From an optimization exercise on the open Yosys and OpenROAD flow, aimed at small area; shortcuts taken in it are not production practice.
Only simulation tests tie the RTL to the original design; equivalence was not proved.
Power is estimated from default activity; no workload was simulated.

==> design.v <==
package unlockerPkg;
    localparam int digitW     = 4;
    localparam int codeDigits = 4;
    localparam int codeW      = digitW * codeDigits;
    localparam int tableDepth = 8;
    localparam int idxW       = 3;
    localparam int countW     = 4;   
    localparam int fullEntry = 8;    
    localparam int nameEntry = 4;    
    localparam int maxAttempts = 3;
    localparam logic [codeW-1:0] defaultName     = 16'h1234;
    localparam logic [codeW-1:0] defaultPassword = 16'h1234;
    typedef enum logic [1:0]
    {
        modeAdmin = 2'd0,
        modeUser  = 2'd1,
        modeGuest = 2'd2
    } userMode_e;
    typedef enum logic [1:0]
    {
        stLocked   = 2'd0,
        stUnlocked = 2'd1,
        stFlagged  = 2'd2
    } sessionState_e;
endpackage
module credentialMatcher
(
    input  logic [unlockerPkg::tableDepth-1:0][unlockerPkg::codeW-1:0] names,
    input  logic [unlockerPkg::tableDepth-1:0][unlockerPkg::codeW-1:0] passwords,
    input  logic [unlockerPkg::countW-1:0] count,
    input  logic [unlockerPkg::codeW-1:0]  nameCode,
    input  logic [unlockerPkg::codeW-1:0]  passwordCode,
    output logic                           nameHit,
    output logic [unlockerPkg::idxW-1:0]   nameIdx,
    output logic                           loginHit,
    output logic [unlockerPkg::idxW-1:0]   loginIdx
);
    logic [unlockerPkg::tableDepth-1:0] valid;
    always_comb
    begin
        for (int i = 0; i < unlockerPkg::tableDepth; i++)
        begin
            valid[i] = (i < count);
        end
    end
    always_comb
    begin
        nameHit  = 1'b0;
        nameIdx  = '0;
        loginHit = 1'b0;
        loginIdx = '0;
        for (int i = unlockerPkg::tableDepth - 1; i >= 0; i--)
        begin
            if (valid[i] && names[i] == nameCode)
            begin
                nameHit = 1'b1;
                nameIdx = unlockerPkg::idxW'(i);
                if (passwords[i] == passwordCode)
                begin
                    loginHit = 1'b1;
                    loginIdx = unlockerPkg::idxW'(i);
                end
            end
        end
    end
endmodule
module userTable
(
    input  logic                           clk,
    input  logic                           arstN,
    input  logic                           addEn,
    input  logic                           delEn,
    input  logic                           pwWrEn,
    input  logic                           switch1,      
    input  logic [unlockerPkg::codeW-1:0]  nameCode,
    input  logic [unlockerPkg::codeW-1:0]  passwordCode,
    input  logic [unlockerPkg::idxW-1:0]   nameIdx,
    input  logic [unlockerPkg::idxW-1:0]   curUser,
    output logic [unlockerPkg::tableDepth-1:0][unlockerPkg::codeW-1:0] names,
    output logic [unlockerPkg::tableDepth-1:0][unlockerPkg::codeW-1:0] passwords,
    output logic [unlockerPkg::tableDepth-1:0][1:0] modes,
    output logic [unlockerPkg::countW-1:0] count
);
    logic [unlockerPkg::idxW-1:0] addIdx;
    logic [unlockerPkg::idxW-1:0] lastIdx;
    assign addIdx  = count[unlockerPkg::idxW-1:0];            
    assign lastIdx = unlockerPkg::idxW'(count - 1'b1);
    always_ff @(posedge clk or negedge arstN)
    begin
        if (!arstN)
        begin
            for (int i = 0; i < unlockerPkg::tableDepth; i++)
            begin
                names[i]     <= '0;
                passwords[i] <= '0;
                modes[i]     <= unlockerPkg::modeGuest;
            end
            names[0]     <= unlockerPkg::defaultName;
            passwords[0] <= unlockerPkg::defaultPassword;
            modes[0]     <= unlockerPkg::modeAdmin;
            count        <= unlockerPkg::countW'(1);
        end
        else if (addEn)
        begin
            names[addIdx]     <= nameCode;
            passwords[addIdx] <= passwordCode;
            modes[addIdx]     <= switch1 ? unlockerPkg::modeUser : unlockerPkg::modeGuest;
            count             <= count + 1'b1;
        end
        else if (delEn)
        begin
            names[nameIdx]     <= names[lastIdx];
            passwords[nameIdx] <= passwords[lastIdx];
            modes[nameIdx]     <= modes[lastIdx];
            names[lastIdx]     <= '0;
            passwords[lastIdx] <= '0;
            modes[lastIdx]     <= unlockerPkg::modeGuest;
            count              <= count - 1'b1;
        end
        else if (pwWrEn)
        begin
            passwords[curUser] <= nameCode;   
        end
    end
endmodule
module sessionControl
(
    input  logic                           clk,
    input  logic                           arstN,
    input  logic                           locker,
    input  logic                           btn1,
    input  logic                           btn2,
    input  logic                           btn3,
    input  logic                           btn5,
    input  logic [3:0]                     inputCount,
    input  logic                           flagResolve,
    input  logic                           nameHit,
    input  logic                           loginHit,
    input  logic [unlockerPkg::idxW-1:0]   nameIdx,
    input  logic [unlockerPkg::idxW-1:0]   loginIdx,
    input  logic [unlockerPkg::tableDepth-1:0][1:0] modes,
    input  logic [unlockerPkg::countW-1:0] count,
    output logic                           lock,
    output logic                           flag,
    output logic                           flagSelect,
    output logic                           resetCount,
    output logic                           addEn,
    output logic                           delEn,
    output logic                           pwWrEn,
    output logic [unlockerPkg::idxW-1:0]   curUser
);
    unlockerPkg::sessionState_e   state;
    logic [1:0]                   attempts;    
    logic [1:0]                   curMode;
    logic                         isAdmin;
    logic                         unlocked;
    logic                         loginTry;
    logic                         lockCmd;
    logic                         consume;
    logic [unlockerPkg::idxW-1:0] lastIdx;
    assign curMode  = modes[curUser];
    assign isAdmin  = (curMode == unlockerPkg::modeAdmin);
    assign unlocked = (state == unlockerPkg::stUnlocked);
    assign lastIdx  = unlockerPkg::idxW'(count - 1'b1);
    assign loginTry = (state == unlockerPkg::stLocked) && (inputCount == unlockerPkg::fullEntry);
    assign lockCmd  = unlocked && (locker || btn1);
    assign pwWrEn = unlocked && !(locker || btn1) && btn2
                 && (curMode == unlockerPkg::modeAdmin || curMode == unlockerPkg::modeUser)
                 && (inputCount >= unlockerPkg::nameEntry);
    assign addEn = unlocked && !(locker || btn1) && !btn2 && btn3
                && isAdmin && (inputCount == unlockerPkg::fullEntry)
                && (count < unlockerPkg::tableDepth) && !nameHit;
    assign delEn = unlocked && !(locker || btn1) && !btn2 && !btn3 && btn5
                && isAdmin && (inputCount == unlockerPkg::nameEntry)
                && nameHit && (nameIdx != curUser);
    assign consume = loginTry || pwWrEn || addEn || delEn;
    always_ff @(posedge clk or negedge arstN)
    begin
        if (!arstN)
        begin
            state      <= unlockerPkg::stLocked;
            lock       <= 1'b1;
            flag       <= 1'b0;
            flagSelect <= 1'b0;
            resetCount <= 1'b0;
            attempts   <= '0;
            curUser    <= '0;
        end
        else
        begin
            resetCount <= consume;   
            case (state)
                unlockerPkg::stLocked:
                begin
                    if (loginTry && loginHit)
                    begin
                        state    <= unlockerPkg::stUnlocked;
                        lock     <= 1'b0;
                        curUser  <= loginIdx;
                        attempts <= '0;
                    end
                    else if (loginTry)
                    begin
                        state <= unlockerPkg::stFlagged;
                        flag  <= 1'b1;
                        if (attempts == 2'(unlockerPkg::maxAttempts - 1))
                        begin
                            flagSelect <= 1'b1;
                            attempts   <= '0;
                        end
                        else
                        begin
                            flagSelect <= 1'b0;
                            attempts   <= attempts + 1'b1;
                        end
                    end
                end
                unlockerPkg::stUnlocked:
                begin
                    if (lockCmd)
                    begin
                        state <= unlockerPkg::stLocked;
                        lock  <= 1'b1;
                    end
                    else if (delEn && curUser == lastIdx)
                    begin
                        curUser <= nameIdx;   
                    end
                end
                unlockerPkg::stFlagged:
                begin
                    if (flagResolve)
                    begin
                        state      <= unlockerPkg::stLocked;
                        flag       <= 1'b0;
                        flagSelect <= 1'b0;
                    end
                end
                default:
                begin
                    state <= unlockerPkg::stLocked;
                    lock  <= 1'b1;
                end
            endcase
        end
    end
endmodule
module unlocker
(
    input  logic              clk,
    input  logic              arstN,
    input  logic              locker,
    input  logic              btn1,
    input  logic              btn2,
    input  logic              btn3,
    input  logic              btn4,
    input  logic              btn5,
    input  logic              switch1,
    input  logic [3:0]        inputCount,
    input  logic [unlockerPkg::digitW-1:0] userNameInput0,
    input  logic [unlockerPkg::digitW-1:0] userNameInput1,
    input  logic [unlockerPkg::digitW-1:0] userNameInput2,
    input  logic [unlockerPkg::digitW-1:0] userNameInput3,
    input  logic [unlockerPkg::digitW-1:0] passwordInput0,
    input  logic [unlockerPkg::digitW-1:0] passwordInput1,
    input  logic [unlockerPkg::digitW-1:0] passwordInput2,
    input  logic [unlockerPkg::digitW-1:0] passwordInput3,
    input  logic              flagResolve,
    output logic              lock,
    output logic              flag,
    output logic              flagSelect,
    output logic              resetCount
);
    logic [unlockerPkg::codeW-1:0]  nameCode;
    logic [unlockerPkg::codeW-1:0]  passwordCode;
    logic [unlockerPkg::tableDepth-1:0][unlockerPkg::codeW-1:0] names;
    logic [unlockerPkg::tableDepth-1:0][unlockerPkg::codeW-1:0] passwords;
    logic [unlockerPkg::tableDepth-1:0][1:0] modes;
    logic [unlockerPkg::countW-1:0] count;
    logic              nameHit;
    logic              loginHit;
    logic [unlockerPkg::idxW-1:0]   nameIdx;
    logic [unlockerPkg::idxW-1:0]   loginIdx;
    logic              addEn;
    logic              delEn;
    logic              pwWrEn;
    logic [unlockerPkg::idxW-1:0]   curUser;
    assign nameCode     = {userNameInput3, userNameInput2, userNameInput1, userNameInput0};
    assign passwordCode = {passwordInput3, passwordInput2, passwordInput1, passwordInput0};
    credentialMatcher i_credentialMatcher (
        .names        (names),
        .passwords    (passwords),
        .count        (count),
        .nameCode     (nameCode),
        .passwordCode (passwordCode),
        .nameHit      (nameHit),
        .nameIdx      (nameIdx),
        .loginHit     (loginHit),
        .loginIdx     (loginIdx)
    );
    userTable i_userTable (
        .clk          (clk),
        .arstN        (arstN),
        .addEn        (addEn),
        .delEn        (delEn),
        .pwWrEn       (pwWrEn),
        .switch1      (switch1),
        .nameCode     (nameCode),
        .passwordCode (passwordCode),
        .nameIdx      (nameIdx),
        .curUser      (curUser),
        .names        (names),
        .passwords    (passwords),
        .modes        (modes),
        .count        (count)
    );
    sessionControl i_sessionControl (
        .clk         (clk),
        .arstN       (arstN),
        .locker      (locker),
        .btn1        (btn1),
        .btn2        (btn2),
        .btn3        (btn3),
        .btn5        (btn5),
        .inputCount  (inputCount),
        .flagResolve (flagResolve),
        .nameHit     (nameHit),
        .loginHit    (loginHit),
        .nameIdx     (nameIdx),
        .loginIdx    (loginIdx),
        .modes       (modes),
        .count       (count),
        .lock        (lock),
        .flag        (flag),
        .flagSelect  (flagSelect),
        .resetCount  (resetCount),
        .addEn       (addEn),
        .delEn       (delEn),
        .pwWrEn      (pwWrEn),
        .curUser     (curUser)
    );
endmodule
==> run.sh <==
#!/bin/bash
# synth_recipe.tcl (not shown) runs the flow's synth.tcl, then flattens the netlist and writes it again
# the make line also repeats each setting of config.mk as NAME=value (left out here)
make -C /OpenROAD-flow-scripts/flow DESIGN_CONFIG=/design/flow/config.mk WORK_HOME=/design/flow/orfs CLKGATE_MAP_FILE= SYNTH_SCRIPT=/design/flow/synth_recipe.tcl finish
==> config.mk <==
export PLATFORM = sky130hd
export DESIGN_NAME = unlocker
export DESIGN_NICKNAME = unlocker
export VERILOG_FILES = /design/flow/design.v
export SDC_FILE = /design/flow/constraint.sdc
export NUM_CORES = 4
export LEC_CHECK = 0
export CAP_MARGIN = 20
export CORE_MARGIN = 2
export CORE_UTILIZATION = 40
export SLEW_MARGIN = 20
==> constraint.sdc <==
create_clock -name core_clock -period 10.0 [get_ports {clk}]
set_input_delay 2.0000 -clock core_clock [delete_from_list [all_inputs] [get_ports {clk}]]
set_output_delay 2.0000 -clock core_clock [all_outputs]
set_load 0.01 [all_outputs]
==> notes.md <==
-- Yosys cell counts (all sizes together) (72+ instances only) --
library cell and instances:
o211ai 100, xnor2 122, a22o 96, a31oi 78, mux4 72, a21oi 76
dfrtp 268, a22oi 197, nand2 383, o21ai 108, buf 78, clkbuf 247
nor2 152, o2bb2ai 73, xor2 141
-- path summary, 6_finish.rpt --
path                                                           endpoint  slack, ns  cells after the start
worst max-delay path                   i_userTable.modes[3]$_DFFE_PN1P_       1.75                     20
worst min-delay path            i_sessionControl.flagSelect$_DFFE_PN0P_       0.50                      2
worst max register to register         i_userTable.modes[3]$_DFFE_PN1P_       2.93                     20
worst min register to register  i_sessionControl.flagSelect$_DFFE_PN0P_       0.50                      2
max in group asynchronous        i_userTable.passwords[120]$_DFFE_PN0P_       7.04                      2
min in group asynchronous            i_userTable.names[109]$_DFFE_PN0P_       1.42                      1
-- metal layers --
metal,share of wire,vias up,GRT usage,wire length (um)
met5,0.00048,-,0.00301,63
met4,0.091,8,0.304,12000
met3,0.14,755,0.129,18500
met2,0.42,2631,0.585,55700
met1,0.35,13600,0.488,46200
li1,-,11200,-,-
-- registers in the layout, summed over array words and instances, names as in the netlist --
register and cells:
i_userTable.passwords 128, i_userTable.names 128, i_sessionControl.flagSelect 1, i_sessionControl.resetCount 1
i_sessionControl.flag 1, i_sessionControl.state 2, i_sessionControl.curUser 3, i_userTable.modes 16
i_sessionControl.attempts 2, i_userTable.count 4, i_sessionControl.lock 1
-- power by group --
part	leakage [nW]	internal, mW	total [mW]	switching [mW]
combinational	5.41	0.0673	0.207	0.140
sequential	3.93	1.17	1.17	0.00461
clock	0.657	0.906	1.53	0.625
-- through the flow --
| stage | instance area (sq um) | instances | util | hold slack, ns | total power, mW |
|---|---|---|---|---|---|
| 2_1_floorplan | 25200 | 2970 | - | 0.466 | 1.29 |
| 3_3_place_gp | 26500 | 3647 | 0.422 | 0.483 | 1.39 |
| 3_5_place_dp | 26500 | 3648 | 0.422 | 0.503 | 1.39 |
| 4_1_cts | 27800 | 3719 | 0.443 | 0.513 | 2.90 |
| 5_1_grt | 27800 | 3720 | 0.444 | 0.531 | 2.96 |
| 6_report | 27800 | 3721 | 0.444 | 0.505 | 2.91 |
-- layout make-up --
cell class,instances,area [sq um],share of cell area
Timing Repair Buffer,158,1340,0.0482
Clock inverter,11,166,0.00598
Antenna cell,1,2.50,0.0000899
Inverter,32,120,0.00432
Multi-Input combinational cell,2326,16800,0.602
Clock buffer,60,1160,0.0419
Sequential cell,287,7210,0.259
Tap cell,846,1060,0.0380
-- cells by family after synthesis --
| family | count (synthesis) | synth area share |
|---|---|---|
| XOR/XNOR | 263 | 0.0914 |
| multiplexers | 77 | 0.0664 |
| AND/OR/NAND/NOR | 882 | 0.166 |
| adder cells (fa/ha/maj) | 22 | 0.0109 |
| buffers and inverters | 357 | 0.0585 |
| flip-flops | 287 | 0.286 |
| AO/OA/AOI/OAI | 1082 | 0.321 |
-- worst min-delay path, cell delays in order (launching register included) --
cell and delay [ns]:
dfrtp_1 0.34, nand3_1 0.06, o21ai_0 0.07
==> notes.md <==
- Global-route wire length before repair: 190000 um
- P per Cell Area: 105 nW/um^2
- Post-synth EDFFs: 0
- Total congestion overflow: 0
- Worst path buffer plus inverter count: 6
- Post-route DRC: 0
- Post-synth ARST share: 1.00
- I/O Buffers: 48
- Syn_nets: 3038
- Sequential element share of the synthesized area: 0.286
- CTS sink count: 287
- Vias in the first global route: 27200
- Commonest non-fill, non-tap cell in the layout: nand2_1
- Worst hold start: i_sessionControl.flagSelect$_DFFE_PN0P_
- Top cell type's share of synthesized area: 0.266
- Synth Warn #: 3
- Largest net degree at the start of global routing: 126
- Num ports: 50
- Crit path capture type: flop
- Worst slew margin relative to its limit: 0.114
- CP Class: input pin to flop
- P_leak: 10.0 nW
- Detailed Place HPWL: 86800 um
- CTS clk-pin slew, worst paths: 0.06 ns
- Post-DRT Antenna Nets: 0
- Drt wl/cell: 35.6 um
- Cell area after synthesis: 25200 sq um
- Vias/cell: 7.56
- WL final: 132000 um
- Initial antenna violation count: 4
- Pre-CTS setup slack: 1.54 ns
- Final worst-path cycle share: 0.825
- Setup violators final: 0
- R2R Path Start: i_userTable.count[0]$_DFFE_PN1P_
- CP max FO: 21
- Die height: 255 um
- Die X: 255 um
- Fmax: 121 MHz
- Worst path required time: 10.51 ns
- Synth Instances: 2970
- Slew Viols, Final: 0
- Critical Path Start: userNameInput1[2]
- Setup crit start kind: input pin
- Post-synth cell types: 81
- H-tree Lvls: 2
- Fill cells: 6124
- Signal arrival time at the worst endpoint: 8.75 ns
- Mean area per synthesized cell: 8.49 sq um
- Unrepaired setup endpoints after global routing: no
- Worst slew pin tran: 1.32 ns
- Largest area contributor in the netlist: dfrtp_1
- Clock Skew: 0.0329 ns
- Area delta synth->final: 10.4%
- Hold Path Class: flop to flop
- Synth Register Bits: 287
- Final hold violation count: 0
- Cts bufs inserted: 39
- # Max-Cap Violations: 0
- Die area: 65000 sq um
- PnR worst setup slack: 1.75 ns
- Core ar.: 62700 sq um
- Sum Neg Setup Slack: 0 ns
- Synth area leaders: dfrtp_1, mux4_2, a22oi_1
- Tot GR Track Use: 0.400
- Peak supply drop: 108 uV
- DRT iter0 DRCs: 4957
- CP max stage delay: 0.76 ns
- CP top delay family: buffers and inverters
- Post-cts repair resize count: 0
- Placer congestion estimate: 1.06
- TritonCTS clock tree: done
- Min cycle time layout: 8.25 ns
- Fin nets: 2912
- Hold buffers post-CTS: 0
- Starting Density: 0.402
- Worst-path cell chain: clkdlybuf4s50_1 -> buf_4 -> xor2_1 -> nor4_1 -> nand2_1 -> nor4bb_1 -> buf_4 -> inv_1 -> a21oi_1 -> o21ai_2 -> ha_1 -> ha_1 -> inv_1 -> ha_1 -> buf_4 -> a21oi_1 -> nand2_1 -> o21ai_0 -> a21oi_1 -> nor3_1
- Number of cell rows: 92
- Root Driver: clkbuf_16
- Critical path's slowest cell: clkdlybuf4s50_1
- Most frequent cells in the layout: nand2_1, dfrtp_1, a22oi_1
- Post-CTS setup buffer count: 0
- Clock Tree Buf Depth: 3
- Detailed-route via count: 28100
- Status: complete, no violations
- Top FF cell, synth: dfrtp_1
- Clk latency of the worst-skew pair: 0.60 ns
- DRT Pass-1 Iters: 8
- Share of post-route cells with drive strength above 1: 0.114

-- static timing again, ports no longer ideal --
The results above use ideal ports. As a check the final layout listed here was re-extracted and re-timed, cells and wires unchanged. Step 1 (the two cells are an assumption about what drives the block):
set clk [get_ports {clk}]
set_driving_cell -lib_cell sky130_fd_sc_hd__clkbuf_16 $clk
set_driving_cell -lib_cell sky130_fd_sc_hd__buf_2 [delete_from_list [all_inputs] $clk]
Step 2 times the ports against the registers' clock, not the clock port: input delays grow and output delays shrink by t, the midpoint of the rising clock arrivals with the driver on. a / b / c = ideal / step 1 / step 2; a / b = the first two.
t, ns: 0.655
setup slack, ns: 1.755 / 1.794 / 1.138
worst hold slack (ns): 0.505 / 0.505 / 0.505
After both steps setup and hold are still met in this run. The setup slack of this run moves by +0.039 ns with the drivers and by -0.617 ns with both steps.
